This design comes from an exercise in tuning for small area, a short achievable clock period and few clock cycles on the open sky130 flow, not from production work. In this exercise RTL edits were held to simulation tests only and were not proved equivalent to the original. No activity file was given, so power comes from the tool's default toggle rates.

==> design/flow/design.v <==
`default_nettype none
package ps2kb_pkg;
   localparam int KEY_MAP_BITS_DEF = 256;
   localparam int REPORT_SLOTS_DEF = 6;
   localparam int MAX_SLOTS        = 6;
   localparam int FIFO_DEPTH       = 2;
   localparam int RSP_DATA_W       = 64;
   localparam int RSP_ROLL_BIT     = 8 + 8 * MAX_SLOTS;
   localparam logic MODE_BYTE = 1'b0;
   localparam logic MODE_TICK = 1'b1;
   localparam logic [7:0] PRE_EXT    = 8'hE0;
   localparam logic [7:0] PRE_PAUSE  = 8'hE1;
   localparam logic [7:0] PRE_BREAK  = 8'hF0;
   localparam logic [7:0] PAUSE_HOLD = 8'h14;
   localparam logic [9:0] CODE_PAUSE    = 10'h277;
   localparam logic [9:0] CODE_APP      = 10'd303;
   localparam logic [9:0] CODE_KP_DIV   = 10'd330;
   localparam logic [9:0] CODE_KP_ENTER = 10'd346;
   localparam logic [9:0] EXT_BASE      = 10'd361;
   localparam int         NORMAL_LEN    = 132;
   localparam int         EXT_LEN       = 21;
   localparam logic [7:0] KEY_PAUSE    = 8'd72;
   localparam logic [7:0] KEY_APP      = 8'd101;
   localparam logic [7:0] KEY_KP_DIV   = 8'd84;
   localparam logic [7:0] KEY_KP_ENTER = 8'd88;
   localparam logic [9:0] TICK_MAX = 10'd1023;
   function automatic logic [7:0] normal_code(input logic [7:0] idx);
      logic [7:0] val;
      case (idx)
         8'd0: val = 8'd1;
         8'd1: val = 8'd66;
         8'd3: val = 8'd62;
         8'd4: val = 8'd60;
         8'd5: val = 8'd58;
         8'd6: val = 8'd59;
         8'd7: val = 8'd69;
         8'd9: val = 8'd67;
         8'd10: val = 8'd65;
         8'd11: val = 8'd63;
         8'd12: val = 8'd61;
         8'd13: val = 8'd43;
         8'd14: val = 8'd53;
         8'd21: val = 8'd20;
         8'd22: val = 8'd30;
         8'd26: val = 8'd29;
         8'd27: val = 8'd22;
         8'd28: val = 8'd4;
         8'd29: val = 8'd26;
         8'd30: val = 8'd31;
         8'd33: val = 8'd6;
         8'd34: val = 8'd27;
         8'd35: val = 8'd7;
         8'd36: val = 8'd8;
         8'd37: val = 8'd33;
         8'd38: val = 8'd32;
         8'd41: val = 8'd44;
         8'd42: val = 8'd25;
         8'd43: val = 8'd9;
         8'd44: val = 8'd23;
         8'd45: val = 8'd21;
         8'd46: val = 8'd34;
         8'd49: val = 8'd17;
         8'd50: val = 8'd5;
         8'd51: val = 8'd11;
         8'd52: val = 8'd10;
         8'd53: val = 8'd28;
         8'd54: val = 8'd35;
         8'd58: val = 8'd16;
         8'd59: val = 8'd13;
         8'd60: val = 8'd24;
         8'd61: val = 8'd36;
         8'd62: val = 8'd37;
         8'd65: val = 8'd54;
         8'd66: val = 8'd14;
         8'd67: val = 8'd12;
         8'd68: val = 8'd18;
         8'd69: val = 8'd39;
         8'd70: val = 8'd38;
         8'd73: val = 8'd55;
         8'd74: val = 8'd56;
         8'd75: val = 8'd15;
         8'd76: val = 8'd51;
         8'd77: val = 8'd19;
         8'd78: val = 8'd45;
         8'd82: val = 8'd52;
         8'd84: val = 8'd47;
         8'd85: val = 8'd46;
         8'd88: val = 8'd57;
         8'd90: val = 8'd40;
         8'd91: val = 8'd48;
         8'd93: val = 8'd49;
         8'd97: val = 8'd100;
         8'd102: val = 8'd42;
         8'd105: val = 8'd89;
         8'd107: val = 8'd92;
         8'd108: val = 8'd95;
         8'd112: val = 8'd98;
         8'd113: val = 8'd99;
         8'd114: val = 8'd90;
         8'd115: val = 8'd93;
         8'd116: val = 8'd94;
         8'd117: val = 8'd96;
         8'd118: val = 8'd41;
         8'd119: val = 8'd83;
         8'd120: val = 8'd68;
         8'd121: val = 8'd87;
         8'd122: val = 8'd91;
         8'd123: val = 8'd86;
         8'd124: val = 8'd85;
         8'd125: val = 8'd97;
         8'd126: val = 8'd71;
         8'd131: val = 8'd64;
         default: val = 8'd0;
      endcase
      normal_code = val;
   endfunction
   function automatic logic [7:0] ext_code(input logic [4:0] idx);
      logic [7:0] val;
      case (idx)
         5'd0: val = 8'd77;
         5'd2: val = 8'd80;
         5'd3: val = 8'd74;
         5'd7: val = 8'd73;
         5'd8: val = 8'd76;
         5'd9: val = 8'd81;
         5'd11: val = 8'd79;
         5'd12: val = 8'd82;
         5'd17: val = 8'd78;
         5'd19: val = 8'd70;
         5'd20: val = 8'd75;
         default: val = 8'd0;
      endcase
      ext_code = val;
   endfunction
   typedef struct packed {
      logic       tick;
      logic       key_make;
      logic [7:0] key;
      logic [7:0] mods;
   } cmd_type;
   function automatic logic [7:0] lookup_key(input logic [9:0] code);
      logic [7:0] key;
      logic [9:0] ext_off;
      key     = 8'd0;
      ext_off = code - EXT_BASE;
      if (code < 10'(NORMAL_LEN)) begin
         key = normal_code(code[7:0]);
      end else if (code == CODE_PAUSE) begin
         key = KEY_PAUSE;
      end else if (code == CODE_APP) begin
         key = KEY_APP;
      end else if (code == CODE_KP_DIV) begin
         key = KEY_KP_DIV;
      end else if (code == CODE_KP_ENTER) begin
         key = KEY_KP_ENTER;
      end else if (code >= EXT_BASE && code < EXT_BASE + 10'(EXT_LEN)) begin
         key = ext_code(ext_off[4:0]);
      end
      lookup_key = key;
   endfunction
   function automatic logic [7:0] modifier_mask(input logic [9:0] code);
      logic [7:0] mask;
      unique case (code)
         10'h014: mask = 8'b0000_0001;
         10'h012: mask = 8'b0000_0010;
         10'h011: mask = 8'b0000_0100;
         10'h11F: mask = 8'b0000_1000;
         10'h114: mask = 8'b0001_0000;
         10'h059: mask = 8'b0010_0000;
         10'h111: mask = 8'b0100_0000;
         10'h127: mask = 8'b1000_0000;
         default: mask = 8'b0000_0000;
      endcase
      modifier_mask = mask;
   endfunction
   function automatic logic [6:0] code_token(input logic [9:0] code);
      logic [6:0] t;
      case (code)
         10'h000: t = 7'd1;
         10'h001: t = 7'd66;
         10'h003: t = 7'd62;
         10'h004: t = 7'd60;
         10'h005: t = 7'd58;
         10'h006: t = 7'd59;
         10'h007: t = 7'd69;
         10'h009: t = 7'd67;
         10'h00a: t = 7'd65;
         10'h00b: t = 7'd63;
         10'h00c: t = 7'd61;
         10'h00d: t = 7'd43;
         10'h00e: t = 7'd53;
         10'h011: t = 7'd106;
         10'h012: t = 7'd105;
         10'h014: t = 7'd104;
         10'h015: t = 7'd20;
         10'h016: t = 7'd30;
         10'h01a: t = 7'd29;
         10'h01b: t = 7'd22;
         10'h01c: t = 7'd4;
         10'h01d: t = 7'd26;
         10'h01e: t = 7'd31;
         10'h021: t = 7'd6;
         10'h022: t = 7'd27;
         10'h023: t = 7'd7;
         10'h024: t = 7'd8;
         10'h025: t = 7'd33;
         10'h026: t = 7'd32;
         10'h029: t = 7'd44;
         10'h02a: t = 7'd25;
         10'h02b: t = 7'd9;
         10'h02c: t = 7'd23;
         10'h02d: t = 7'd21;
         10'h02e: t = 7'd34;
         10'h031: t = 7'd17;
         10'h032: t = 7'd5;
         10'h033: t = 7'd11;
         10'h034: t = 7'd10;
         10'h035: t = 7'd28;
         10'h036: t = 7'd35;
         10'h03a: t = 7'd16;
         10'h03b: t = 7'd13;
         10'h03c: t = 7'd24;
         10'h03d: t = 7'd36;
         10'h03e: t = 7'd37;
         10'h041: t = 7'd54;
         10'h042: t = 7'd14;
         10'h043: t = 7'd12;
         10'h044: t = 7'd18;
         10'h045: t = 7'd39;
         10'h046: t = 7'd38;
         10'h049: t = 7'd55;
         10'h04a: t = 7'd56;
         10'h04b: t = 7'd15;
         10'h04c: t = 7'd51;
         10'h04d: t = 7'd19;
         10'h04e: t = 7'd45;
         10'h052: t = 7'd52;
         10'h054: t = 7'd47;
         10'h055: t = 7'd46;
         10'h058: t = 7'd57;
         10'h059: t = 7'd109;
         10'h05a: t = 7'd40;
         10'h05b: t = 7'd48;
         10'h05d: t = 7'd49;
         10'h061: t = 7'd100;
         10'h066: t = 7'd42;
         10'h069: t = 7'd89;
         10'h06b: t = 7'd92;
         10'h06c: t = 7'd95;
         10'h070: t = 7'd98;
         10'h071: t = 7'd99;
         10'h072: t = 7'd90;
         10'h073: t = 7'd93;
         10'h074: t = 7'd94;
         10'h075: t = 7'd96;
         10'h076: t = 7'd41;
         10'h077: t = 7'd83;
         10'h078: t = 7'd68;
         10'h079: t = 7'd87;
         10'h07a: t = 7'd91;
         10'h07b: t = 7'd86;
         10'h07c: t = 7'd85;
         10'h07d: t = 7'd97;
         10'h07e: t = 7'd71;
         10'h083: t = 7'd64;
         10'h111: t = 7'd110;
         10'h114: t = 7'd108;
         10'h11f: t = 7'd107;
         10'h127: t = 7'd111;
         10'h12f: t = 7'd101;
         10'h14a: t = 7'd84;
         10'h15a: t = 7'd88;
         10'h169: t = 7'd77;
         10'h16b: t = 7'd80;
         10'h16c: t = 7'd74;
         10'h170: t = 7'd73;
         10'h171: t = 7'd76;
         10'h172: t = 7'd81;
         10'h174: t = 7'd79;
         10'h175: t = 7'd82;
         10'h17a: t = 7'd78;
         10'h17c: t = 7'd70;
         10'h17d: t = 7'd75;
         10'h277: t = 7'd72;
         default: t = 7'd0;
      endcase
      code_token = t;
   endfunction
endpackage
`default_nettype wire
`default_nettype none
module ps2kb_code_token(code, token);
  input [9:0] code;
  wire [9:0] code;
  output [6:0] token;
  wire [6:0] token;
  wire n0;
  wire n1;
  wire n10;
  wire n100;
  wire n101;
  wire n102;
  wire n103;
  wire n104;
  wire n105;
  wire n106;
  wire n107;
  wire n108;
  wire n109;
  wire n11;
  wire n110;
  wire n111;
  wire n112;
  wire n113;
  wire n114;
  wire n115;
  wire n116;
  wire n117;
  wire n118;
  wire n119;
  wire n12;
  wire n120;
  wire n121;
  wire n122;
  wire n123;
  wire n124;
  wire n125;
  wire n126;
  wire n127;
  wire n128;
  wire n129;
  wire n13;
  wire n130;
  wire n131;
  wire n132;
  wire n133;
  wire n134;
  wire n135;
  wire n136;
  wire n137;
  wire n138;
  wire n139;
  wire n14;
  wire n140;
  wire n141;
  wire n142;
  wire n143;
  wire n144;
  wire n145;
  wire n146;
  wire n147;
  wire n148;
  wire n149;
  wire n15;
  wire n150;
  wire n151;
  wire n152;
  wire n153;
  wire n154;
  wire n155;
  wire n156;
  wire n157;
  wire n158;
  wire n159;
  wire n16;
  wire n160;
  wire n161;
  wire n162;
  wire n163;
  wire n164;
  wire n165;
  wire n166;
  wire n167;
  wire n168;
  wire n169;
  wire n17;
  wire n170;
  wire n171;
  wire n172;
  wire n173;
  wire n174;
  wire n175;
  wire n176;
  wire n177;
  wire n178;
  wire n179;
  wire n18;
  wire n180;
  wire n181;
  wire n182;
  wire n183;
  wire n184;
  wire n185;
  wire n186;
  wire n187;
  wire n188;
  wire n189;
  wire n19;
  wire n190;
  wire n191;
  wire n192;
  wire n193;
  wire n194;
  wire n195;
  wire n196;
  wire n197;
  wire n198;
  wire n199;
  wire n2;
  wire n20;
  wire n200;
  wire n201;
  wire n202;
  wire n203;
  wire n204;
  wire n205;
  wire n206;
  wire n207;
  wire n208;
  wire n209;
  wire n21;
  wire n210;
  wire n211;
  wire n212;
  wire n213;
  wire n214;
  wire n215;
  wire n216;
  wire n217;
  wire n218;
  wire n219;
  wire n22;
  wire n220;
  wire n221;
  wire n222;
  wire n223;
  wire n224;
  wire n225;
  wire n226;
  wire n227;
  wire n228;
  wire n229;
  wire n23;
  wire n230;
  wire n231;
  wire n232;
  wire n233;
  wire n234;
  wire n235;
  wire n236;
  wire n237;
  wire n238;
  wire n239;
  wire n24;
  wire n240;
  wire n241;
  wire n242;
  wire n243;
  wire n244;
  wire n245;
  wire n246;
  wire n247;
  wire n248;
  wire n249;
  wire n25;
  wire n250;
  wire n251;
  wire n252;
  wire n253;
  wire n254;
  wire n255;
  wire n256;
  wire n257;
  wire n258;
  wire n259;
  wire n26;
  wire n260;
  wire n261;
  wire n262;
  wire n263;
  wire n264;
  wire n265;
  wire n266;
  wire n267;
  wire n268;
  wire n269;
  wire n27;
  wire n270;
  wire n271;
  wire n272;
  wire n273;
  wire n274;
  wire n275;
  wire n276;
  wire n277;
  wire n278;
  wire n279;
  wire n28;
  wire n280;
  wire n281;
  wire n282;
  wire n283;
  wire n284;
  wire n285;
  wire n286;
  wire n287;
  wire n288;
  wire n289;
  wire n29;
  wire n290;
  wire n291;
  wire n292;
  wire n293;
  wire n294;
  wire n295;
  wire n296;
  wire n297;
  wire n298;
  wire n299;
  wire n3;
  wire n30;
  wire n300;
  wire n301;
  wire n302;
  wire n303;
  wire n304;
  wire n305;
  wire n306;
  wire n307;
  wire n308;
  wire n309;
  wire n31;
  wire n310;
  wire n311;
  wire n312;
  wire n313;
  wire n32;
  wire n33;
  wire n34;
  wire n35;
  wire n36;
  wire n37;
  wire n38;
  wire n39;
  wire n4;
  wire n40;
  wire n41;
  wire n42;
  wire n43;
  wire n44;
  wire n45;
  wire n46;
  wire n47;
  wire n48;
  wire n49;
  wire n5;
  wire n50;
  wire n51;
  wire n52;
  wire n53;
  wire n54;
  wire n55;
  wire n56;
  wire n57;
  wire n58;
  wire n59;
  wire n6;
  wire n60;
  wire n61;
  wire n62;
  wire n63;
  wire n64;
  wire n65;
  wire n66;
  wire n67;
  wire n68;
  wire n69;
  wire n7;
  wire n70;
  wire n71;
  wire n72;
  wire n73;
  wire n74;
  wire n75;
  wire n76;
  wire n77;
  wire n78;
  wire n79;
  wire n8;
  wire n80;
  wire n81;
  wire n82;
  wire n83;
  wire n84;
  wire n85;
  wire n86;
  wire n87;
  wire n88;
  wire n89;
  wire n9;
  wire n90;
  wire n91;
  wire n92;
  wire n93;
  wire n94;
  wire n95;
  wire n96;
  wire n97;
  wire n98;
  wire n99;
  assign n296 = ~code[4];
  assign n295 = code[9] | code[7];
  assign n294 = code[5] & ~(n295);
  assign n293 = code[2] & code[1];
  assign n292 = n294 ? n296 : n293;
  assign n291 = code[1] | ~(code[2]);
  assign n290 = ~(code[6] & code[3]);
  assign n289 = ~(n290 | n291);
  assign n288 = n289 & ~(code[0]);
  assign n287 = code[3] & code[1];
  assign n286 = ~n287;
  assign n285 = code[1] & ~(code[0]);
  assign n284 = n285 | code[8];
  assign n283 = n286 & ~(n284);
  assign n282 = code[7] | ~(code[5]);
  assign n281 = ~(code[6] & code[4]);
  assign n280 = n281 | n282;
  assign n279 = code[1] & ~(code[2]);
  assign n278 = code[6] | code[4];
  assign n277 = n279 & ~(n278);
  assign n276 = code[5] | ~(code[7]);
  assign n275 = n277 & ~(n276);
  assign n274 = n280 & ~(n275);
  assign n273 = n283 & ~(n274);
  assign n272 = ~(n273 | n288);
  assign n271 = n292 & ~(n272);
  assign n270 = ~code[8];
  assign n269 = n281 | n270;
  assign n268 = n294 & ~(n269);
  assign n267 = n268 | n271;
  assign n266 = n294 & ~(code[8]);
  assign n265 = code[0] & code[1];
  assign n264 = code[3] & code[2];
  assign n263 = ~(n264 | n265);
  assign n262 = code[3] & ~(code[1]);
  assign n261 = n263 & ~(n262);
  assign n260 = ~(code[2] | code[0]);
  assign n259 = n260 & n287;
  assign n258 = n291 & ~(n259);
  assign n257 = n266 ? n261 : n258;
  assign n256 = n267 & ~(n257);
  assign n255 = n295 | code[5];
  assign n254 = n270 & ~(n255);
  assign n253 = n254 & ~(code[6]);
  assign n252 = n253 & ~(n296);
  assign n251 = n252 & n285;
  assign n250 = n281 | ~(n254);
  assign n249 = ~(n250 | n264);
  assign n248 = n249 | n251;
  assign n247 = ~code[2];
  assign n246 = code[1] & ~(n253);
  assign n245 = n246 | n247;
  assign n244 = n248 & ~(n245);
  assign n243 = code[8] & ~(code[6]);
  assign n242 = ~n243;
  assign n241 = code[4] & ~(n255);
  assign n240 = n241 & ~(n242);
  assign n239 = n278 | ~(n266);
  assign n238 = code[6] & ~(code[4]);
  assign n237 = n238 & n254;
  assign n236 = n237 | ~(n239);
  assign n235 = n236 | n240;
  assign n234 = ~code[6];
  assign n233 = code[0] & ~(code[2]);
  assign n232 = n233 & ~(code[3]);
  assign n231 = n234 & ~(n232);
  assign n230 = ~n233;
  assign n229 = code[0] & ~(code[1]);
  assign n228 = ~(n229 | n285);
  assign n227 = code[3] ? n230 : n228;
  assign n226 = n227 | n231;
  assign n225 = n235 & ~(n226);
  assign n224 = n225 | n244;
  assign n223 = n224 | n256;
  assign n222 = ~code[0];
  assign n221 = n264 & ~(n239);
  assign n220 = code[2] & ~(code[3]);
  assign n219 = code[6] | ~(code[4]);
  assign n218 = n266 & ~(n219);
  assign n217 = n218 | n237;
  assign n216 = ~(n217 & n220);
  assign n215 = n216 & ~(n221);
  assign n214 = n222 & ~(n215);
  assign n213 = n266 & ~(code[3]);
  assign n212 = ~(n285 & n247);
  assign n211 = n212 | n281;
  assign n210 = ~(n285 & code[2]);
  assign n209 = n238 & ~(n210);
  assign n208 = code[6] | ~(code[0]);
  assign n207 = n279 & ~(n208);
  assign n206 = n207 | n277;
  assign n205 = n206 | n209;
  assign n204 = n211 & ~(n205);
  assign n203 = n213 & ~(n204);
  assign n202 = code[2] & code[0];
  assign n201 = ~(n202 & n287);
  assign n200 = n240 & ~(n201);
  assign n199 = ~(code[3] | code[1]);
  assign n198 = ~(n199 | n287);
  assign n197 = n266 & ~(n198);
  assign n196 = n222 & ~(n294);
  assign n195 = n202 | n281;
  assign n194 = ~(n195 | n196);
  assign n193 = n194 & n197;
  assign n192 = n247 & ~(n198);
  assign n191 = ~code[1];
  assign n190 = code[4] & ~(n264);
  assign n189 = n191 & ~(n190);
  assign n188 = n189 | n192;
  assign n187 = n208 | ~(n254);
  assign n186 = n188 & ~(n187);
  assign n185 = n186 | n193;
  assign n184 = n185 | n200;
  assign n183 = n184 | n203;
  assign n182 = n254 & ~(code[4]);
  assign n181 = n182 & n289;
  assign n180 = n233 & ~(code[1]);
  assign n179 = ~(n180 | n259);
  assign n178 = n220 & n265;
  assign n177 = n178 | ~(n179);
  assign n176 = n281 | ~(n266);
  assign n175 = n176 | n199;
  assign n174 = n177 & ~(n175);
  assign n173 = n174 | n181;
  assign n172 = ~code[3];
  assign n171 = n210 & ~(n207);
  assign n170 = n182 & ~(n171);
  assign n169 = n294 & ~(code[4]);
  assign n168 = ~(n293 & code[0]);
  assign n167 = n168 | n242;
  assign n166 = n169 & ~(n167);
  assign n165 = ~(n166 | n170);
  assign n164 = n172 & ~(n165);
  assign n163 = n164 | n173;
  assign n162 = n163 | n183;
  assign n161 = n162 | n214;
  assign token[1] = n161 | n223;
  assign n160 = code[3] & ~(code[0]);
  assign n159 = n268 & ~(n160);
  assign n158 = ~(code[3] | code[2]);
  assign n157 = ~(n158 | n264);
  assign n156 = n157 & n229;
  assign n155 = n156 | code[1];
  assign n154 = n159 & ~(n155);
  assign n153 = ~(n154 | n271);
  assign n152 = n251 & ~(n220);
  assign n151 = ~(n152 | n200);
  assign n150 = ~(n151 | n160);
  assign n149 = n202 | n260;
  assign n148 = n199 & ~(code[6]);
  assign n147 = n149 | ~(n148);
  assign n146 = n241 & ~(n147);
  assign n145 = n146 | n150;
  assign n144 = n145 | ~(n153);
  assign n143 = n197 & n238;
  assign n142 = n153 & ~(n143);
  assign n141 = n233 & ~(n142);
  assign n140 = ~(n254 & n262);
  assign n139 = ~(n140 & n257);
  assign n138 = n222 ? n293 : n158;
  assign n137 = ~(n138 | n289);
  assign n136 = n137 | n296;
  assign n135 = n277 | n288;
  assign n134 = n136 & ~(n135);
  assign n133 = n266 & ~(n134);
  assign n132 = code[4] | code[0];
  assign n131 = n133 & ~(n132);
  assign n130 = code[3] | code[0];
  assign n129 = n240 & ~(n130);
  assign n128 = ~(n129 | n194);
  assign n127 = n128 & ~(n131);
  assign n126 = n139 & ~(n127);
  assign n125 = n126 | n141;
  assign n124 = n169 & ~(n230);
  assign n123 = n124 & ~(n290);
  assign n122 = n176 & ~(n123);
  assign n121 = n247 & ~(n122);
  assign n120 = n273 & ~(code[9]);
  assign n119 = n295 | code[2];
  assign n118 = n243 | ~(n287);
  assign n117 = n118 | n119;
  assign n116 = n117 | n254;
  assign n115 = n196 & ~(n116);
  assign n114 = ~(n202 & n191);
  assign n113 = n114 & ~(n279);
  assign n112 = n113 | ~(n263);
  assign n111 = n159 & ~(n112);
  assign n110 = ~(n111 | n115);
  assign n109 = n254 & ~(n278);
  assign n108 = n109 & n177;
  assign n107 = ~(n108 | n166);
  assign n106 = ~(n107 & n110);
  assign n105 = n106 | n120;
  assign n104 = n105 | n121;
  assign n103 = n104 | n125;
  assign token[6] = n103 | n144;
  assign n102 = ~(code[3] & code[0]);
  assign n101 = n130 & n102;
  assign n100 = n101 | ~(n268);
  assign n99 = token[6] & ~(n100);
  assign n98 = n101 | n250;
  assign n97 = n98 | n158;
  assign n96 = code[0] ? n172 : n157;
  assign n95 = n109 & ~(n96);
  assign n94 = n95 | n123;
  assign n93 = n97 & ~(n94);
  assign n92 = n191 & ~(n93);
  assign n91 = n236 & ~(n114);
  assign n90 = ~(n157 & code[1]);
  assign n89 = n109 & ~(n90);
  assign n88 = n89 | n91;
  assign n87 = ~(n88 | n133);
  assign n86 = ~(n87 & n151);
  assign n85 = n86 | n92;
  assign n84 = n182 | code[1];
  assign n83 = n84 | ~(n176);
  assign n82 = n83 & ~(n202);
  assign n81 = n96 | ~(n218);
  assign n80 = n82 & ~(n81);
  assign n79 = n149 | n286;
  assign n78 = n182 & ~(n79);
  assign n77 = n78 | n166;
  assign n76 = n77 | n80;
  assign n75 = ~(n249 & n160);
  assign n74 = n237 & ~(n102);
  assign n73 = n74 | n221;
  assign n72 = n75 & ~(n73);
  assign n71 = n191 & ~(n72);
  assign n70 = n71 | n173;
  assign n69 = n70 | n76;
  assign n68 = n69 | n85;
  assign token[0] = n68 | n99;
  assign n67 = n291 | ~(n101);
  assign n66 = n252 & ~(n67);
  assign n65 = n218 & ~(n114);
  assign n64 = n65 | n66;
  assign n63 = n296 & ~(n110);
  assign n62 = n63 | n64;
  assign n61 = n62 | n224;
  assign n60 = n92 & ~(n270);
  assign n59 = n60 | n76;
  assign n58 = n252 & ~(n172);
  assign n57 = n245 & ~(n58);
  assign n56 = n82 & ~(n57);
  assign n55 = n56 & ~(n296);
  assign n54 = n230 | ~(n236);
  assign n53 = n260 | ~(n228);
  assign n52 = n109 & ~(n53);
  assign n51 = n254 & ~(n211);
  assign n50 = n51 | n221;
  assign n49 = n50 | n52;
  assign n48 = n54 & ~(n49);
  assign n47 = n286 & ~(n48);
  assign n46 = n47 | n55;
  assign n45 = n46 | n59;
  assign n44 = n45 | n61;
  assign token[2] = n44 | n125;
  assign n43 = ~(n156 | n288);
  assign n42 = n236 & ~(n43);
  assign n41 = ~(n158 & n191);
  assign n40 = n132 & ~(n41);
  assign n39 = code[4] & ~(n114);
  assign n38 = n290 & ~(n210);
  assign n37 = n38 | n39;
  assign n36 = n37 | n40;
  assign n35 = n148 | ~(n266);
  assign n34 = n36 & ~(n35);
  assign n33 = ~(n34 | n42);
  assign n32 = ~(n33 & n165);
  assign n31 = ~(n109 & code[2]);
  assign n30 = n31 & ~(n249);
  assign n29 = n139 & ~(n30);
  assign n28 = n237 & ~(n179);
  assign n27 = ~(n98 | n113);
  assign n26 = n27 | n28;
  assign n25 = n26 | n29;
  assign n24 = n25 | n32;
  assign token[5] = n24 | n145;
  assign n23 = n26 | n56;
  assign n22 = n121 & ~(n191);
  assign n21 = ~(n179 | n262);
  assign n20 = n67 & ~(n21);
  assign n19 = n218 & ~(n20);
  assign n18 = ~(n39 & n253);
  assign n17 = ~(n18 & n110);
  assign n16 = n17 | n19;
  assign n15 = n16 | n22;
  assign n14 = n15 | n23;
  assign n13 = ~(n220 | n265);
  assign n12 = n13 | n293;
  assign n11 = n109 & ~(n12);
  assign n10 = n123 & ~(code[8]);
  assign n9 = n10 | n11;
  assign n8 = n9 | n131;
  assign n7 = n8 | n70;
  assign token[4] = n7 | n14;
  assign n6 = ~(n266 & n191);
  assign n5 = n6 | ~(n33);
  assign n4 = ~(n5 & n165);
  assign n3 = n238 | ~(n220);
  assign n2 = n4 & ~(n3);
  assign n1 = n16 | n124;
  assign n0 = n243 | ~(n262);
  assign n313 = n1 & ~(n0);
  assign n312 = n313 | n2;
  assign n311 = ~(code[4] | code[2]);
  assign n310 = n213 & ~(n311);
  assign n309 = n310 | n182;
  assign n308 = n220 & ~(n266);
  assign n307 = ~(code[6] & code[1]);
  assign n306 = n307 | n202;
  assign n305 = n306 | n308;
  assign n304 = n309 & ~(n305);
  assign n303 = n218 | ~(n116);
  assign n302 = n303 & ~(n204);
  assign n301 = n302 | n251;
  assign n300 = n301 | n29;
  assign n299 = n300 | n304;
  assign n298 = n299 | n8;
  assign n297 = n298 | n144;
  assign token[3] = n297 | n312;
endmodule
`default_nettype wire
`default_nettype none
module ps2_keyboard_to_hid_report #(
   parameter int KEY_MAP_BITS = ps2kb_pkg::KEY_MAP_BITS_DEF,
   parameter int REPORT_SLOTS = ps2kb_pkg::REPORT_SLOTS_DEF
) (
   input  wire logic                          clock,
   input  wire logic                          reset,
   input  wire logic                          req_tvalid,
   output logic                               req_tready,
   input  wire logic                          req_tuser,   
   input  wire logic [7:0]                    req_tdata,   
   output logic                               rsp_tvalid,
   input  wire logic                          rsp_tready,
   output logic [ps2kb_pkg::RSP_DATA_W-1:0]   rsp_tdata,
   input  wire logic                          csr_valid,
   output logic                               csr_ready,
   input  wire logic [9:0]                    csr_data     
);
   localparam int NS = 6;   
   localparam logic [127:0] KEYS = 128'h0000003ffffffffffffbfffffffffff2;
   localparam logic [6:0]   KEY_TOP = 7'd101;   
   assign csr_ready = 1'b1;
   logic busy_ff;                       
   logic e_go;                          
   logic p_scan;                        
   logic       a_valid_ff, s_valid_ff, rdy_ff;
   logic [8:0] a_item_ff, s_item_ff;    
   logic       a_take;                  
   logic       acc;
   assign req_tready = rdy_ff;
   assign acc        = req_tvalid && rdy_ff;
   always_ff @(posedge clock) begin
      if (reset) begin
         a_valid_ff <= 1'b0;
         s_valid_ff <= 1'b0;
         rdy_ff     <= 1'b0;
      end else begin
         if (!a_valid_ff || a_take) begin
            a_valid_ff <= s_valid_ff || acc;
            s_valid_ff <= 1'b0;
            rdy_ff     <= 1'b1;
         end else if (acc) begin
            s_valid_ff <= 1'b1;
            rdy_ff     <= 1'b0;
         end else begin
            rdy_ff     <= !s_valid_ff;
         end
      end
   end
   always_ff @(posedge clock) begin
      if (!a_valid_ff || a_take) begin
         a_item_ff <= s_valid_ff ? s_item_ff : {req_tuser, req_tdata};
      end
      if (!s_valid_ff) begin
         s_item_ff <= {req_tuser, req_tdata};
      end
   end
   logic       e0_ff, e1_ff, rel_ff;
   logic       b_valid_ff, b_tick_ff, b_brk_ff;
   logic [6:0] b_key_ff;
   logic       b_load;                  
   logic       m_load;                  
   logic [7:0] d_byte;
   logic [6:0] d_key;
   logic       d_pre_e0, d_pre_e1, d_drop, d_pre_f0, d_done;
   assign a_take   = a_valid_ff && b_load;
   assign d_byte   = a_item_ff[7:0];
   ps2kb_code_token u_token (
      .code  ({e1_ff, e0_ff, d_byte}),
      .token (d_key)
   );
   assign d_pre_e0 = !e1_ff && d_byte == ps2kb_pkg::PRE_EXT;
   assign d_pre_e1 = !e1_ff && d_byte == ps2kb_pkg::PRE_PAUSE;
   assign d_drop   = e1_ff && d_byte == ps2kb_pkg::PAUSE_HOLD;
   assign d_pre_f0 = d_byte == ps2kb_pkg::PRE_BREAK;
   assign d_done   = !(d_pre_e0 || d_pre_e1 || d_drop || d_pre_f0);
   always_ff @(posedge clock) begin
      if (reset) begin
         e0_ff  <= 1'b0;
         e1_ff  <= 1'b0;
         rel_ff <= 1'b0;
      end else if (a_take && !a_item_ff[8]) begin
         if (d_pre_e0) begin
            e0_ff <= 1'b1;
         end else if (d_pre_e1) begin
            e1_ff <= 1'b1;
         end else if (d_drop) begin
         end else if (d_pre_f0) begin
            rel_ff <= 1'b1;
         end else begin
            e0_ff  <= 1'b0;
            e1_ff  <= 1'b0;
            rel_ff <= 1'b0;
         end
      end
   end
   assign b_load = !b_valid_ff || m_load;
   always_ff @(posedge clock) begin
      if (reset) begin
         b_valid_ff <= 1'b0;
      end else if (b_load) begin
         b_valid_ff <= a_valid_ff && (a_item_ff[8] || d_done);
      end
   end
   always_ff @(posedge clock) begin
      if (b_load) begin
         b_tick_ff <= a_item_ff[8];
         b_brk_ff  <= rel_ff;
         b_key_ff  <= d_key;
      end
   end
   logic [127:0] map_ff;
   logic [9:0]   rem_ff;                
   logic         m_valid_ff, m_tick_ff, m_brk_ff, m_member_ff;
   logic [6:0]   m_key_ff;
   logic [6:0]   km;                    
   logic         e_wr;                  
   logic         m_member;
   assign m_load   = !busy_ff && (!m_valid_ff || (e_go && !p_scan));
   assign km       = busy_ff ? rem_ff[6:0] : b_key_ff;
   assign m_member = (e_wr && m_key_ff == km) ? !m_brk_ff : map_ff[km];
   always_ff @(posedge clock) begin
      if (reset) begin
         m_valid_ff <= 1'b0;
      end else if (busy_ff) begin
         m_valid_ff <= rem_ff[6:0] != 7'd0 && !scan_end;
      end else if (m_load) begin
         m_valid_ff <= b_valid_ff;
      end else if (e_go) begin
         m_valid_ff <= 1'b0;
      end
   end
   always_ff @(posedge clock) begin
      if (busy_ff || m_load) begin
         m_tick_ff   <= !busy_ff && b_tick_ff;
         m_brk_ff    <= b_brk_ff;
         m_key_ff    <= km;
         m_member_ff <= m_member;
      end
   end
   logic [7:0]         mods_ff;
   logic [NS-1:0][6:0] slot_ff;
   logic               over_ff;         
   logic [6:0]         cnt_ff;          
   logic [9:0]         idle_ff;
   logic               rsp_valid_ff;
   logic [6:0]         k;
   logic [NS-1:0]      lt;
   logic               is_mod, is_key, chg, scan_end;
   logic               e_ok;            
   logic               p_ins, p_del, p_roll, p_rep;   
   logic               s_ins;           
   logic               do_scan, do_roll, do_rep;
   assign rsp_tvalid = rsp_valid_ff;
   always_comb begin
      rsp_tdata        = '0;
      rsp_tdata[7:0]   = mods_ff;
      for (int s = 0; s < NS; s++) begin
         rsp_tdata[8 + 8 * s +: 7] = slot_ff[s];
      end
      rsp_tdata[ps2kb_pkg::RSP_ROLL_BIT] = over_ff;
   end
   assign e_ok     = m_valid_ff && !busy_ff;
   assign e_go     = e_ok && (!rsp_valid_ff || rsp_tready);
   assign k        = m_key_ff;
   assign is_mod   = !m_tick_ff && k[6:3] == 4'b1101;
   assign is_key   = !m_tick_ff && k[6:3] != 4'b1101 && k != 7'd0;
   assign e_wr     = e_go && is_key;
   assign chg      = m_member_ff == m_brk_ff;   
   assign scan_end = busy_ff && m_valid_ff && m_member_ff && slot_ff[NS-2] != 7'd0;
   localparam logic [6:0] CNT_0 = 7'b0000001;
   localparam logic [6:0] CNT_6 = 7'b1000001;
   localparam logic [6:0] CNT_7 = 7'b0000011;
   always_comb begin
      for (int s = 0; s < NS; s++) begin
         lt[s] = slot_ff[s] != 7'd0 && slot_ff[s] < k;
      end
   end
   always_comb begin
      p_ins  = 1'b0;
      p_del  = 1'b0;
      p_roll = 1'b0;
      p_scan = 1'b0;
      p_rep  = 1'b0;
      if (!busy_ff) begin
         if (m_tick_ff) begin
            p_rep = idle_ff != 10'd0 && rem_ff == 10'd1;
         end else begin
            if (is_key && chg) begin
               if (!m_brk_ff) begin
                  p_roll = !over_ff && cnt_ff == CNT_6;
                  p_ins  = !over_ff && cnt_ff != CNT_6;
               end else begin
                  p_scan = over_ff && cnt_ff == CNT_7;
                  p_del  = !over_ff;
               end
            end
            p_rep = !p_scan;
         end
      end
   end
   assign s_ins   = busy_ff && m_valid_ff && m_member_ff;
   assign do_scan = e_go && p_scan;
   assign do_roll = e_go && p_roll;
   assign do_rep  = scan_end || (e_go && p_rep);
   logic [7:0]  map_row;
   logic [15:0] map_col;
   logic        map_v;
   assign map_v  = !m_brk_ff && !reset;
   always_comb begin
      for (int j = 0; j < 8; j++) map_row[j] = reset || (e_wr && k[6:4] == 3'(j));
      for (int m = 0; m < 16; m++) map_col[m] = reset || k[3:0] == 4'(m);
   end
   for (genvar i = 0; i < 128; i++) begin : g_map
      if (KEYS[i]) begin : g_bit
         always_ff @(posedge clock) begin
            if (map_row[i / 16] && map_col[i % 16]) begin
               map_ff[i] <= map_v;
            end
         end
      end else begin : g_none
         assign map_ff[i] = 1'b0;
      end
   end
   for (genvar s = 0; s < NS; s++) begin : g_slot
      logic       pos, en;
      logic [6:0] lower, upper, shifted, d;
      assign pos     = !lt[s] && (s == 0 || lt[s == 0 ? 0 : s-1]);
      assign lower   = (s == 0) ? 7'd0 : slot_ff[s == 0 ? 0 : s-1];
      assign upper   = (s == NS - 1) ? 7'd0 : slot_ff[s == NS - 1 ? 0 : s+1];
      assign shifted = p_del ? upper : (pos ? k : lower);
      assign en      = reset || (s_ins && !lt[s])
                       || (e_go && (p_scan || p_roll || ((p_ins || p_del) && !lt[s])));
      assign d       = (reset || p_scan) ? 7'd0 : p_roll ? 7'd1 : shifted;
      always_ff @(posedge clock) begin
         if (en) begin
            slot_ff[s] <= d;
         end
      end
   end
   always_ff @(posedge clock) begin
      if (reset) begin
         mods_ff      <= 8'd0;
         over_ff      <= 1'b0;
         cnt_ff       <= CNT_0;
         idle_ff      <= 10'd0;
         rem_ff       <= 10'd0;
         busy_ff      <= 1'b0;
         rsp_valid_ff <= 1'b0;
      end else begin
         if (csr_valid) begin
            idle_ff <= csr_data;
         end
         if (do_rep) begin
            rsp_valid_ff <= 1'b1;
         end else if (rsp_tready) begin
            rsp_valid_ff <= 1'b0;
         end
         if (e_go && is_mod) begin
            mods_ff[k[2:0]] <= !m_brk_ff;
         end
         if (e_wr && chg) begin
            cnt_ff <= m_brk_ff ? {cnt_ff[0] ^ cnt_ff[6], cnt_ff[6:1]}
                               : {cnt_ff[5:0], cnt_ff[6] ^ cnt_ff[5]};
         end
         if (do_roll) begin
            over_ff <= 1'b1;
         end
         if (do_scan) begin
            over_ff <= 1'b0;
            busy_ff <= 1'b1;
         end
         if (scan_end) begin
            busy_ff <= 1'b0;
         end
         if (csr_valid) begin
            rem_ff <= csr_data;
         end else if (do_scan) begin
            rem_ff <= {3'b000, KEY_TOP};
         end else if (do_rep) begin
            rem_ff <= idle_ff;
         end else if (busy_ff || (e_go && m_tick_ff)) begin
            rem_ff <= rem_ff - 10'd1;
         end
      end
   end
endmodule
`default_nettype wire
==> design/flow/flow/run.sh <==
#!/bin/bash
# The standard layout (the standard.sh, all steps), with one change to how it is made:
# the buffers that placement puts on every input and output port are buf_2 cells instead of
# the cell buffer_ports picks by default (a slow clkdlybuf4s50_1).
set -euo pipefail
printf '\nexport BUFFER_PORTS_ARGS = -buffer_cell sky130_fd_sc_hd__buf_2\n' >> config.mk
bash standard.sh > standard.log 2>&1
==> design/flow/standard.sh <==
#!/bin/bash
# synth_recipe.tcl (not shown) runs the flow's synth.tcl, then flattens the netlist and writes it again
# the make line also repeats each setting of config.mk as NAME=value (left out here)
make -C /OpenROAD-flow-scripts/flow DESIGN_CONFIG=/design/flow/config.mk WORK_HOME=/design/flow/orfs CLKGATE_MAP_FILE= SYNTH_SCRIPT=/design/flow/synth_recipe.tcl "${@:-finish}"
==> design/flow/config.mk <==
export PLATFORM = sky130hd
export DESIGN_NAME = ps2_keyboard_to_hid_report
export DESIGN_NICKNAME = ps2_keyboard_to_hid_report
export VERILOG_FILES = /design/flow/design.v
export SDC_FILE = /design/flow/constraint.sdc
export NUM_CORES = 4
export LEC_CHECK = 0
export CAP_MARGIN = 20
export CORE_MARGIN = 2
export CORE_UTILIZATION = 40
export PLACE_DENSITY = 0.6
export SETUP_SLACK_MARGIN = 5.0
export SLEW_MARGIN = 20

export BUFFER_PORTS_ARGS = -buffer_cell sky130_fd_sc_hd__buf_2
==> design/flow/constraint.sdc <==
create_clock -name core_clock -period 8.0 [get_ports {clock}]
set_input_delay 1.6000 -clock core_clock [delete_from_list [all_inputs] [get_ports {clock}]]
set_output_delay 1.6000 -clock core_clock [all_outputs]
set_load 0.01 [all_outputs]
==> results of run 1 <==
## layout by cell type, fill, tap and decap left out, types with 10 or more instances in the layout
cell type,count
a21oi_1,85
o21ai_0,33
nor3_1,23
conb_1,14
buf_2,76
mux2_2,14
o21ai_1,24
mux2i_1,90
edfxtp_1,168
inv_1,22
a211oi_1,17
a21o_1,10
ha_1,57
nand2b_1,11
dfxtp_1,54
o22ai_1,15
clkbuf_16,25
a31oi_1,17
o31ai_1,10
nor4_1,18
xnor2_1,12
nand2_1,89
nand4_1,10
nor2_1,195
nand3_1,30
buf_4,54
## final cells by class
type / count / area (um^2)
fillers: 3067 / 17300
multi-input cells: 954 / 6540
flip-flops and latches: 223 / 6150
repair buffers: 134 / 852
clock buffers: 35 / 673
well taps: 442 / 553
inverters: 28 / 131
clock inverters: 8 / 76.3
## registers in the layout (all words and copies together), names as in the netlist, 7 cells and up
signal	cells
slot_ff	42
a_item_ff	9
s_item_ff	9
rem_ff	10
b_key_ff	7
idle_ff	10
cnt_ff	7
m_key_ff	7
map_ff	98
mods_ff	8
## report_power, final
part           switching, mW  internal (mW)
logic                  0.467          0.302
registers             0.0755           1.35
clock network          0.459          0.618
## routing by layer
layer	wire length [um]	track usage (%)
met5	0	0
met4	1280	8.13
met3	2230	2.47
met2	17900	36.6
met1	15900	28.6
## worst max-delay path, stage by stage, from the launching register on
cell	delay, ps
edfxtp_1	410
clkinvlp_4	240
ha_2	310
a31oi_4	200
o211ai_4	130
or3_1	390
nand2b_1	190
o21a_1	340
o21ai_2	440
## how the worst max path moves through the flow
stage                     depth (start not counted)                   endpoint
after floorplan                                   5      map_ff[100]$_DFFE_PP_
after global placement                            9   slot_ff[3]$_SDFFCE_PP0P_
after detailed placement                          9   slot_ff[1]$_SDFFCE_PP0P_
after CTS                                         9   slot_ff[5]$_SDFFCE_PP0P_
after global routing                              8  slot_ff[24]$_SDFFCE_PP0P_
final                                             8  slot_ff[26]$_SDFFCE_PP0P_
## cell families (layout without fill, tap and decap cells)
kind of cell / count (synthesis) / count (layout) / synth area share (%)
buffers and inverters: 113 / 205 / 4.45
muxes: 112 / 112 / 9.35
and+or+nand+nor: 445 / 446 / 16.1
adders and majority gates: 60 / 60 / 5.77
other: 2 / 14 / 0.0577
xor gates and xnor gates: 16 / 16 / 1.13
DFF: 223 / 223 / 47.2
AOI/OAI and AO/OA: 306 / 306 / 15.9
## repair_timing
action | CTS | global route
pin swaps | 2 | 6
gates cloned | 1 | 0
hold buffers | 0 | 0
endpoints found under the setup margin | 164 | 109
setup buffers | 26 | 20
resized for setup | 26 | 20
==> summary.txt, run 1 <==
Total power - 3.27 mW
Final-report max-slew violation count - 0
Worst-Margin Slew - 922 ps
First-pass GRT wire length - 57.6 mm
Post-synth top area share - 38.8%
RR Startpoint - m_key_ff[1]$_DFFE_PP_
HP Start - b_brk_ff$_DFFE_PP_
Root Driver - clkbuf_16
Pre-CTS setup slack - 3980 ps
Clock Skews - 24.6 ps
Clock Pin Slew Worst Setup and Hold Paths - 60 ps
Initial Util - 40.3%
Max VDD drop - 0.178 mV
Req. time, crit path - 8190 ps
Syn Area/Cell - 10.2 um^2
Startpoint types - flop
Cells after DPL - 1734
Number of synthesized register bits - 223
Number of flops mapped to enable cells by yosys - 168
Post-DP Area - 13700 um^2
R2R depth - 8
CP Data Arrival Time - 3190 ps
R2R setup slack - 5010 ps
Final nets - 1450
Synth area leader - edfxtp_1
Design area - 15000 um^2
DRT Wirelength - 37.3 mm
IO Count - 91
Share of cells above drive strength 1 - 18.9%
Post-synth top cells - nor2_1, edfxtp_1, mux2i_1, nand2_1, a21oi_1
Min Hold Slack - 451 ps
Sequential share of the synthesized area - 47.2%
DR vias/cell - 5.80
Hold Path Class - flop to flop
Die W - 184 um
CTS Buf Count - 25
MaxCap Viol Count - 0
Worst Hold Depth - 0
CTS Sinks - 223
Cells after Synth - 1277
Max H-tree Level - 1
Post-route clock period utilization - 37.4%
Worst setup EP type - flop
Gr usage total - 21.7%
Achievable Freq - 334 MHz
FF-to-FF End - slot_ff[26]$_SDFFCE_PP0P_
CTS tree - yes
Vias in the first global route - 10067
PD cells - 218 nW/um^2
Number of port buffers - 76
Largest net degree at the start of global routing - 99
Hold Path Sink - m_brk_ff$_DFFE_PP_
Lkg Pwr - 5.72 nW
Synth area leaders - edfxtp_1, dfxtp_1, mux2i_1
Cell Area, Synth - 13000 um^2
CP startpoint - m_key_ff[1]$_DFFE_PP_
Die height - 184 um
DR vias - 10581
ANT nets after route - 0
Yosys warnings - 30
Number of remaining DRC errors - 0
Antenna cells - 0
Clock latency (worst-skew pair) - 540 ps
Synth cell types - 89
DR iter-0 viols - 909
Die ar. - 34000 um^2
Setup TNS - 0 ps
Most instantiated library cell after synthesis - nor2_1
Ys async rst share - 0%
Grt ovf - 0
RSZ-0062 raised after global routing - true
Status - complete, no violations
Global placement routability congestion - 0.944
WL/cell - 20.5 um
Minimum clock period - 2990 ps
Fin worst setup slack - 5010 ps
Crit path max fanout - 9
Initial antenna violation count - 0
Final hold viol count - 0
DR pass1 iterations - 7
Row count - 66
Core ar. - 32300 um^2
Crit path kind - flop to flop
Final setup viols - 0
Non-Filler Instances - 1824
Max Root-Sink Buffers - 3
Worst slew margin - 38.6%
Synth-to-Final Area Change - 15.1%
Post-synth top flop - edfxtp_1
Final Util - 46.4%
Dpl hpwl - 25.5 mm
Testbench counts, summed over its fixed seeds: cycles 6,924.
==> run 2, diff against run 1 <==
--- a/design/flow/config.mk
+++ b/design/flow/config.mk
@@ -10,2 +10,5 @@
 export CORE_UTILIZATION = 40
+export CTS_BUF_LIST = sky130_fd_sc_hd__clkbuf_4 sky130_fd_sc_hd__clkbuf_8
+export CTS_CLUSTER_DIAMETER = 50
+export CTS_CLUSTER_SIZE = 20
 export PLACE_DENSITY = 0.6
@@ -13,2 +16,3 @@
 export SLEW_MARGIN = 20
+export TNS_END_PERCENT = 10
 
==> summary.txt, run 2 <==
Hold Path Class - flop to flop
Number of synthesized register bits - 223
Sequential share of the synthesized area - 47.2%
Max H-tree Level - 1
Clock latency (worst-skew pair) - 610 ps
Initial Util - 40.3%
Final setup viols - 0
Number of flops mapped to enable cells by yosys - 168
Number of flip-flops in the largest register - 98
Lkg Pwr - 5.50 nW
ANT nets after route - 0
Most frequent cells in the layout - nor2_1, edfxtp_1, mux2i_1
Post-Synth Adder-Cell Area - 5.77%
CTS Sinks - 223
Synth-to-Final Area Change - 11.0%
Cell Area, Synth - 13000 um^2
Gr usage total - 21.4%
Number of remaining DRC errors - 0
IO Count - 91
Worst-Margin Slew - 976 ps
Simple-Gate Fraction of Synth Area - 16.1%
Crit path kind - flop to flop
Die ar. - 34000 um^2
WL/cell - 20.3 um
Antenna cells - 0
Status - complete, no violations
Die W - 184 um
Cells after Synth - 1277
Global placement routability congestion - 0.941
Synth area leaders - edfxtp_1, dfxtp_1, mux2i_1
Syn Area/Cell - 10.2 um^2
DR pass1 iterations - 7
Post-CTS Hold Buffers - 0
Final nets - 1423
Clock Pin Slew Worst Setup and Hold Paths - 70 ps
Largest net degree at the start of global routing - 99
Minimum clock period - 3160 ps
Final Util - 44.7%
Post-synth top cells - nor2_1, edfxtp_1, mux2i_1, nand2_1, a21oi_1
Vias in the first global route - 9901
Final hold viol count - 0
Clock Skews - 48.2 ps
Fin worst setup slack - 4840 ps
Synth cell types - 89
Ys async rst share - 0%
Pre-CTS setup slack - 3880 ps
DR vias/cell - 5.82
Commonest non-fill, non-tap cell in the layout - nor2_1
Post-route clock period utilization - 39.5%
Largest family of logic cells by synthesized area - simple AND/OR/NAND/NOR gates
Startpoint types - flop
Crit path max fanout - 13
CTS tree - yes
Setup TNS - 0 ps
Worst slew margin - 34.9%
Most flop-heavy register - map_ff
Max Root-Sink Buffers - 3
CP Data Arrival Time - 3470 ps
CTS Buf Count - 28
Post-synthesis mux area share - 9.35%
Grt ovf - 0
Achievable Freq - 316 MHz
Yosys warnings - 30
Dpl hpwl - 24.8 mm
Post-synth top flop - edfxtp_1
Number of port buffers - 76
Share of cells above drive strength 1 - 16.8%
Root Driver - clkbuf_8
Most instantiated library cell after synthesis - nor2_1
Max VDD drop - 0.133 mV
DR iter-0 viols - 1023
Req. time, crit path - 8310 ps
First-pass GRT wire length - 57.0 mm
Final-report max-slew violation count - 0
PD cells - 210 nW/um^2
Worst setup EP type - flop
DRT Wirelength - 36.7 mm
Row count - 66
RSZ-0062 raised after global routing - true
Compound-cell area share of the yosys netlist - 15.9%
DR vias - 10497
Initial antenna violation count - 0
Synth area leader - edfxtp_1
MaxCap Viol Count - 0
Biggest regs - map_ff (98), slot_ff (42)
Die height - 184 um
Core ar. - 32300 um^2
Xor and xnor area share after synthesis - 1.13%
Post-synth top area share - 38.8%
[run 2: changes by cell type in the layout (fill, tap and decap cells not counted), sizes merged]
cell      previous run  this run
clkbuf              35        28
clkinvlp             5         2
buf                134       104
inv                 24        39
clkinv               6        10
[run 2: cell families after synthesis]
| family | after synthesis |
|---|---|
| AO/OA/AOI/OAI | 306 |
| buffers and inverters | 113 |
| AND/OR/NAND/NOR | 445 |
| other | 2 |
| multiplexers | 112 |
| XOR/XNOR | 16 |
| flip-flops | 223 |
| adder cells (fa/ha/maj) | 60 |
[run 2: final timing paths]
path                               start                     to  slack, ps  cells after the start
setup / recovery  a_item_ff[3]$_DFFE_PP_  b_key_ff[0]$_DFFE_PP_       4840                      8
setup reg to reg  a_item_ff[3]$_DFFE_PP_  b_key_ff[0]$_DFFE_PP_       4840                      8
hold / removal        b_brk_ff$_DFFE_PP_     m_brk_ff$_DFFE_PP_        430                      0
hold reg to reg       b_brk_ff$_DFFE_PP_     m_brk_ff$_DFFE_PP_        430                      0
[run 2: cell type report]
class / instances / area [um^2]
Clock buffer: 28 / 385
Clock inverter: 24 / 208
Fill cell: 3093 / 17800
Inverter: 28 / 108
Multi-Input combinational cell: 954 / 6430
Sequential cell: 223 / 6150
Tap cell: 442 / 553
Timing Repair Buffer: 104 / 603
[run 2: timing repair]
item,in CTS,in global routing
resized for setup,16,4
buffers inserted,14,4
cloned,1,0
endpoints found under the setup margin,173,131
pin swaps,2,1
[run 2: per-stage QoR]
step	total power [mW]	cells	hold slack, ps	area (um^2)
6_report	3.03	1803	429	14400
3_5_place_dp	2.13	1732	415	13600
5_1_grt	3.16	1803	449	14400
4_1_cts	3.03	1799	433	14400
3_3_place_gp	2.12	1732	415	13600
2_1_floorplan	1.93	1289	400	13100
[run 2: report_power, final]
part	switching (mW)	internal, mW	total (mW)
combinational	0.448	0.268	0.716
clock	0.498	0.392	0.890
sequential	0.0759	1.34	1.42
total	1.02	2.00	3.03
[run 2: critical path: stages, from the launching register on]
cell,delay [ps]
edfxtp_1,630
ha_1,420
nor4b_1,230
and3_1,250
a32oi_2,290
o31ai_1,150
a2111oi_2,350
nand4_1,190
a2111o_1,400
[run 2: layer usage]
metal | vias to the layer above | wire length [um] | track usage, %
li1 | 4860 | - | -
met1 | 5036 | 15500 | 28.6
met2 | 505 | 17300 | 35.4
met3 | 96 | 2520 | 2.77
met4 | 0 | 1310 | 8.22
met5 | - | 0 | 0
==> run 3, diff against run 2 <==
--- a/design/flow/config.mk
+++ b/design/flow/config.mk
@@ -16,3 +16,2 @@
 export SLEW_MARGIN = 20
-export TNS_END_PERCENT = 10
 
==> summary.txt, run 3 <==
Worst setup EP type - flop
Biggest regs - map_ff (98), slot_ff (42)
DR iter-0 viols - 938
R2R depth - 8
Gr usage total - 21.7%
Clock Skews - 44.9 ps
IO Count - 91
Clock latency (worst-skew pair) - 620 ps
Number of remaining DRC errors - 0
Hold Path Sink - b_brk_ff$_DFFE_PP_
CTS Sinks - 223
Clock Pin Slew Worst Setup and Hold Paths - 90 ps
Minimum clock period - 2940 ps
Final Util - 45.9%
Layout fillers - 3090
Most flop-heavy register - map_ff
Achievable Freq - 340 MHz
ANT nets after route - 0
Final hold viol count - 0
Commonest non-fill, non-tap cell in the layout - nor2_1
Vias in the first global route - 10054
Synth cell types - 89
RSZ-0062 raised after global routing - true
Die W - 184 um
Critical path, cell by cell - clkinvlp_4, ha_2, a31oi_4, o211ai_4, or3_1, nand2b_1, o21a_1, o21ai_2
Synth area leaders - edfxtp_1, dfxtp_1, mux2i_1
Total power - 3.11 mW
Most frequent cells in the layout - nor2_1, edfxtp_1, mux2i_1
First-pass GRT wire length - 57.4 mm
Crit path kind - flop to flop
Synth-to-Final Area Change - 14.0%
Max H-tree Level - 1
Slowest stage delay, CP - 440 ps
Crit-path slowest cell - o21ai_2
Cells after Synth - 1277
FF-to-FF End - slot_ff[29]$_SDFFCE_PP0P_
Hold Path Class - flop to flop
CP Data Arrival Time - 3210 ps
Initial Util - 40.3%
Largest net degree at the start of global routing - 99
DR vias/cell - 5.79
HP Start - rel_ff$_SDFFE_PP0P_
Dpl hpwl - 25.5 mm
Yosys warnings - 30
DR pass1 iterations - 6
Core ar. - 32300 um^2
DR vias - 10572
Req. time, crit path - 8270 ps
Number of synthesized register bits - 223
Die ar. - 34000 um^2
Number of flops mapped to enable cells by yosys - 168
Grt ovf - 0
Startpoint types - flop
Max Root-Sink Buffers - 3
Antenna cells - 0
CP startpoint - m_key_ff[1]$_DFFE_PP_
Post-synth top cells - nor2_1, edfxtp_1, mux2i_1, nand2_1, a21oi_1
Sequential share of the synthesized area - 47.2%
Share of cells above drive strength 1 - 19.8%
RR Startpoint - m_key_ff[1]$_DFFE_PP_
Worst Hold Depth - 0
Root Driver - clkbuf_8
Initial antenna violation count - 0
Post-synth top area share - 38.8%
Number of flip-flops in the largest register - 98
CTS Buf Count - 28
WL/cell - 20.4 um
Worst slew margin - 37.4%
Final setup viols - 0
MaxCap Viol Count - 0
Synth area leader - edfxtp_1
DRT Wirelength - 37.2 mm
Syn Area/Cell - 10.2 um^2
Row count - 66
Post-CTS Hold Buffers - 0
PD cells - 210 nW/um^2
Post-synth top flop - edfxtp_1
Cell Area, Synth - 13000 um^2
Final-report max-slew violation count - 0
Die height - 184 um
Max VDD drop - 0.140 mV
Worst-Margin Slew - 939 ps
Post-route clock period utilization - 36.8%
CTS tree - yes
Global placement routability congestion - 0.944
R2R setup slack - 5060 ps
Setup TNS - 0 ps
Crit path max fanout - 9
Min Hold Slack - 463 ps
Status - complete, no violations
Final nets - 1446
Lkg Pwr - 5.65 nW
Most instantiated library cell after synthesis - nor2_1
Number of port buffers - 76
Ys async rst share - 0%
-- run 3: cell types whose count changed in the layout (fill, tap and decap cells not counted), sizes merged --
cell	delta
clkinv	-2
bufinv	+1
buf	+23
inv	-5
clkinvlp	+6
-- run 3: layout make-up --
type | count | area [um^2] | share of cell area (%)
multi-input cells | 954 | 6530 | 44.1
repair buffers | 127 | 800 | 5.39
flip-flops and latches | 223 | 6150 | 41.5
inverters | 28 | 150 | 1.01
well taps | 442 | 553 | 3.73
clock buffers | 28 | 385 | 2.60
clock inverters | 24 | 259 | 1.75
-- run 3: critical path: cells and delay by family, from the launching register on --
family                   cells  cell delay, ps
AO/OA/AOI/OAI                4            1070
AND/OR/NAND/NOR              2             570
buffers and inverters        1             230
flip-flops                   1             410
adder cells (fa/ha/maj)      1             300
-- run 3: worst max-delay path by stage --
stage	end	slack, ps	cells past startpoint
floorplan	map_ff[100]$_DFFE_PP_	4630	5
global placement	slot_ff[3]$_SDFFCE_PP0P_	4070	9
detailed placement	slot_ff[1]$_SDFFCE_PP0P_	3980	9
CTS	slot_ff[21]$_SDFFCE_PP0P_	4900	8
global route	slot_ff[40]$_SDFFCE_PP0P_	4890	8
finish	slot_ff[29]$_SDFFCE_PP0P_	5060	8
-- run 3: stage by stage --
stage / std cells / area [um^2] / worst slack, ps
global route: 1826 / 14800 / 4890
CTS: 1809 / 14600 / 4900
detailed placement: 1734 / 13700 / 3980
global placement: 1733 / 13700 / 4070
finish: 1826 / 14800 / 5060
floorplan: 1289 / 13100 / 4630
-- run 3: logic make-up after synthesis --
group	synth area share (%)
and+or+nand+nor	16.1
other	0.0577
adders and majority gates	5.77
muxes	9.35
DFF	47.2
buffers and inverters	4.45
AOI/OAI and AO/OA	15.9
xor gates and xnor gates	1.13
-- run 3: routing by layer --
layer	vias up	part of all wire (%)	GRT usage [%]
li1	4934	-	-
met1	5104	42	28.6
met2	430	48	36.5
met3	104	6.5	2.59
met4	0	4.0	8.19
met5	-	0	0
-- run 3: repair_timing --
action,in CTS,in global routing
pin swaps,2,4
cloned,1,0
endpoints found under the setup margin,164,82
buffers inserted,22,17
gates resized for setup,26,22
-- run 3: report_power, final --
group | internal [mW] | total (mW) | switching (mW)
clock network | 0.407 | 0.933 | 0.525
logic | 0.299 | 0.763 | 0.464
registers | 1.34 | 1.42 | 0.0741
total | 2.05 | 3.11 | 1.06
==> run 4, diff against run 3 <==
--- a/design/flow/config.mk
+++ b/design/flow/config.mk
@@ -16,2 +16,3 @@
 export SLEW_MARGIN = 20
+export TNS_END_PERCENT = 0
 
==> summary.txt, run 4 <==
Status - complete, no violations
Max Root-Sink Buffers - 3
First-pass GRT wire length - 57.0 mm
WL/cell - 20.3 um
Final nets - 1424
MaxCap Viol Count - 0
DRT Wirelength - 36.7 mm
Logic gate share of total power - 23.7%
Minimum clock period - 3130 ps
Post-route clock period utilization - 39.1%
Number of synthesized register bits - 223
Worst Hold Depth - 0
Biggest regs - map_ff (98), slot_ff (42)
Min Hold Slack - 429 ps
Worst slew margin - 34.3%
Core ar. - 32300 um^2
Gr usage total - 21.4%
Die ar. - 34000 um^2
Lkg Pwr - 5.51 nW
Final-report max-slew violation count - 0
Syn Area/Cell - 10.2 um^2
IO Count - 91
Total power - 3.03 mW
Post-DP Area - 13600 um^2
ANT nets after route - 0
Sequential share of the synthesized area - 47.2%
RR Startpoint - a_item_ff[6]$_DFFE_PP_
Pre-CTS setup slack - 3880 ps
Req. time, crit path - 8440 ps
CP Data Arrival Time - 3560 ps
Final hold viol count - 0
PD cells - 209 nW/um^2
Max VDD drop - 0.133 mV
Final setup viols - 0
Fin worst setup slack - 4870 ps
FF-to-FF End - b_key_ff[0]$_DFFE_PP_
Post-synth top flop - edfxtp_1
Synth area leaders - edfxtp_1, dfxtp_1, mux2i_1
Synth-to-Final Area Change - 11.0%
Dpl hpwl - 24.8 mm
Max H-tree Level - 1
Number of port buffers - 76
Hold Path Class - flop to flop
Clk pwr share - 29.4%
CTS Buf Count - 28
Number of flip-flops in the largest register - 98
Cells after DPL - 1732
Ys async rst share - 0%
Grt ovf - 0
Vias in the first global route - 9902
Post-synth top area share - 38.8%
Most frequent cells in the layout - nor2_1, edfxtp_1, mux2i_1
Number of remaining DRC errors - 0
Synth cell types - 89
Die height - 184 um
Seq pwr share - 46.9%
Share of cells above drive strength 1 - 17.1%
Crit path kind - flop to flop
Initial antenna violation count - 0
Row count - 66
HP Start - b_brk_ff$_DFFE_PP_
DR pass1 iterations - 6
RSZ-0062 raised after global routing - true
Non-Filler Instances - 1804
Cell Area, Synth - 13000 um^2
Yosys warnings - 30
Number of flops mapped to enable cells by yosys - 168
Hold Path Sink - m_brk_ff$_DFFE_PP_
Most flop-heavy register - map_ff
CTS tree - yes
Commonest non-fill, non-tap cell in the layout - nor2_1
Pint - 2.00 mW
Clock latency (worst-skew pair) - 610 ps
Setup TNS - 0 ps
Root Driver - clkbuf_8
R2R setup slack - 4870 ps
Largest net degree at the start of global routing - 99
R2R depth - 8
Sw Ratio - 33.8%
Cells after Synth - 1277
Worst setup EP type - flop
Post-synth top cells - nor2_1, edfxtp_1, mux2i_1, nand2_1, a21oi_1
Synth area leader - edfxtp_1
DR vias - 10422
Clock Skews - 48.4 ps
Achievable Freq - 320 MHz
Clock Pin Slew Worst Setup and Hold Paths - 80 ps
Final Util - 44.7%
Design area - 14400 um^2
P_sw - 1.02 mW
Initial Util - 40.3%
CTS Sinks - 223
Global placement routability congestion - 0.941
Most instantiated library cell after synthesis - nor2_1
DR vias/cell - 5.78
Startpoint types - flop
Worst-Margin Slew - 985 ps
Antenna cells - 0
Crit path max fanout - 19
Layout fillers - 3092
DR iter-0 viols - 898
Die W - 184 um
[run 4: changes by cell type in the layout (fill, tap and decap cells not counted), moves of 3 or more]
cell | before | now
buf_4 | 47 | 28
clkinvlp_4 | 8 | 1
clkinv_8 | 4 | 0
clkinv_4 | 2 | 5
clkinv_1 | 1 | 4
nand2b_4 | 3 | 0
ha_1 | 57 | 60
inv_1 | 22 | 27
ha_2 | 3 | 0
[run 4: routing by layer]
layer / up-vias / part of all wire [%] / global-route usage, % / wire length [um]
met5: - / 0 / 0 / 0
met4: 0 / 3.7 / 8.22 / 1360
met3: 100 / 6.7 / 2.77 / 2470
met2: 476 / 47 / 35.4 / 17400
met1: 4985 / 42 / 28.6 / 15500
li1: 4861 / - / - / -
[run 4: what timing repair did]
action,in CTS,in global routing
endpoints found under the setup margin,173,135
hold buffers,0,0
resized for setup,13,9
cloned,1,0
pin swaps,2,1
setup buffers,14,5
[run 4: worst max path at each step]
stage,end,startpoint,slack (ps),cells after the start
floorplan,map_ff[100]$_DFFE_PP_,reset,4630,5
global placement,slot_ff[3]$_SDFFCE_PP0P_,reset,3980,6
detailed placement,slot_ff[1]$_SDFFCE_PP0P_,m_key_ff[0]$_DFFE_PP_,3880,9
CTS,slot_ff[33]$_SDFFCE_PP0P_,m_brk_ff$_DFFE_PP_,4800,6
global route,slot_ff[5]$_SDFFCE_PP0P_,m_key_ff[1]$_DFFE_PP_,4720,9
finish,b_key_ff[0]$_DFFE_PP_,a_item_ff[6]$_DFFE_PP_,4870,8
[run 4: kinds of logic after synthesis]
family	synth area share, %
XOR/XNOR	1.13
other	0.0577
buffers and inverters	4.45
adder cells (fa/ha/maj)	5.77
flip-flops	47.2
multiplexers	9.35
AND/OR/NAND/NOR	16.1
AO/OA/AOI/OAI	15.9
[run 4: power groups by stage]
stage                     clock, mW  combinational (mW)  sequential, mW
after floorplan                   0               0.503            1.43
after global placement            0               0.655            1.46
after detailed placement          0               0.660            1.47
after CTS                     0.908               0.702            1.42
after global routing          0.950               0.784            1.43
final                         0.891               0.717            1.42
[run 4: area by class of cell]
class | instances | area [um^2] | area share (%)
clock buffers | 28 | 385 | 2.67
clock inverters | 24 | 208 | 1.44
inverters | 28 | 108 | 0.745
multi-input cells | 954 | 6440 | 44.5
flip-flops and latches | 223 | 6150 | 42.5
well taps | 442 | 553 | 3.83
repair buffers | 105 | 611 | 4.23
[run 4: critical path, cell delays in order, from the launching register on]
cell and delay [ps]:
edfxtp_1 840, nand2_1 370, or3_1 500, o21ai_0 160, nor4b_1 530, a211o_1 190
a22oi_1 100, nand4_1 140, a2111o_1 150

afterwards: timing with drivers on the ports:
The flow's constraints put no driver on any port. The routed layouts listed below were extracted and timed again, unchanged, in two steps. Step 1, drivers: a clkbuf_16 drives clock and a buf_2 each remaining input, both assumed. Step 2 moves the port delays by t, midway between the first and last clock arrival at a register: inputs arrive t later, outputs are due t later. That takes back most of the time a late clock gives input paths. a / b / c = ideal ports / drivers / drivers and shift; a / b = the first two.
| run | shift t [ns] | setup slack, ns | worst setup path at the end | clock arrival spread, ns |
|---|---|---|---|---|
| run 1 | 0.581 | 5.008 / 5.008 / 4.626 | input to register | 0.025 / 0.025 |
| run 2 | 0.629 | 4.837 / 4.837 / 4.350 | input to register | 0.050 / 0.051 |
| run 3 | 0.634 | 5.059 / 5.019 / 4.625 | input to register | 0.051 / 0.052 |
| run 4 | 0.629 | 4.874 / 4.874 / 4.438 | input to register | 0.050 / 0.051 |
After both steps setup and hold are still met in every run listed. For run 2, which loses most, drivers alone change the setup slack by 0.000 ns; drivers and shift together by -0.487 ns.
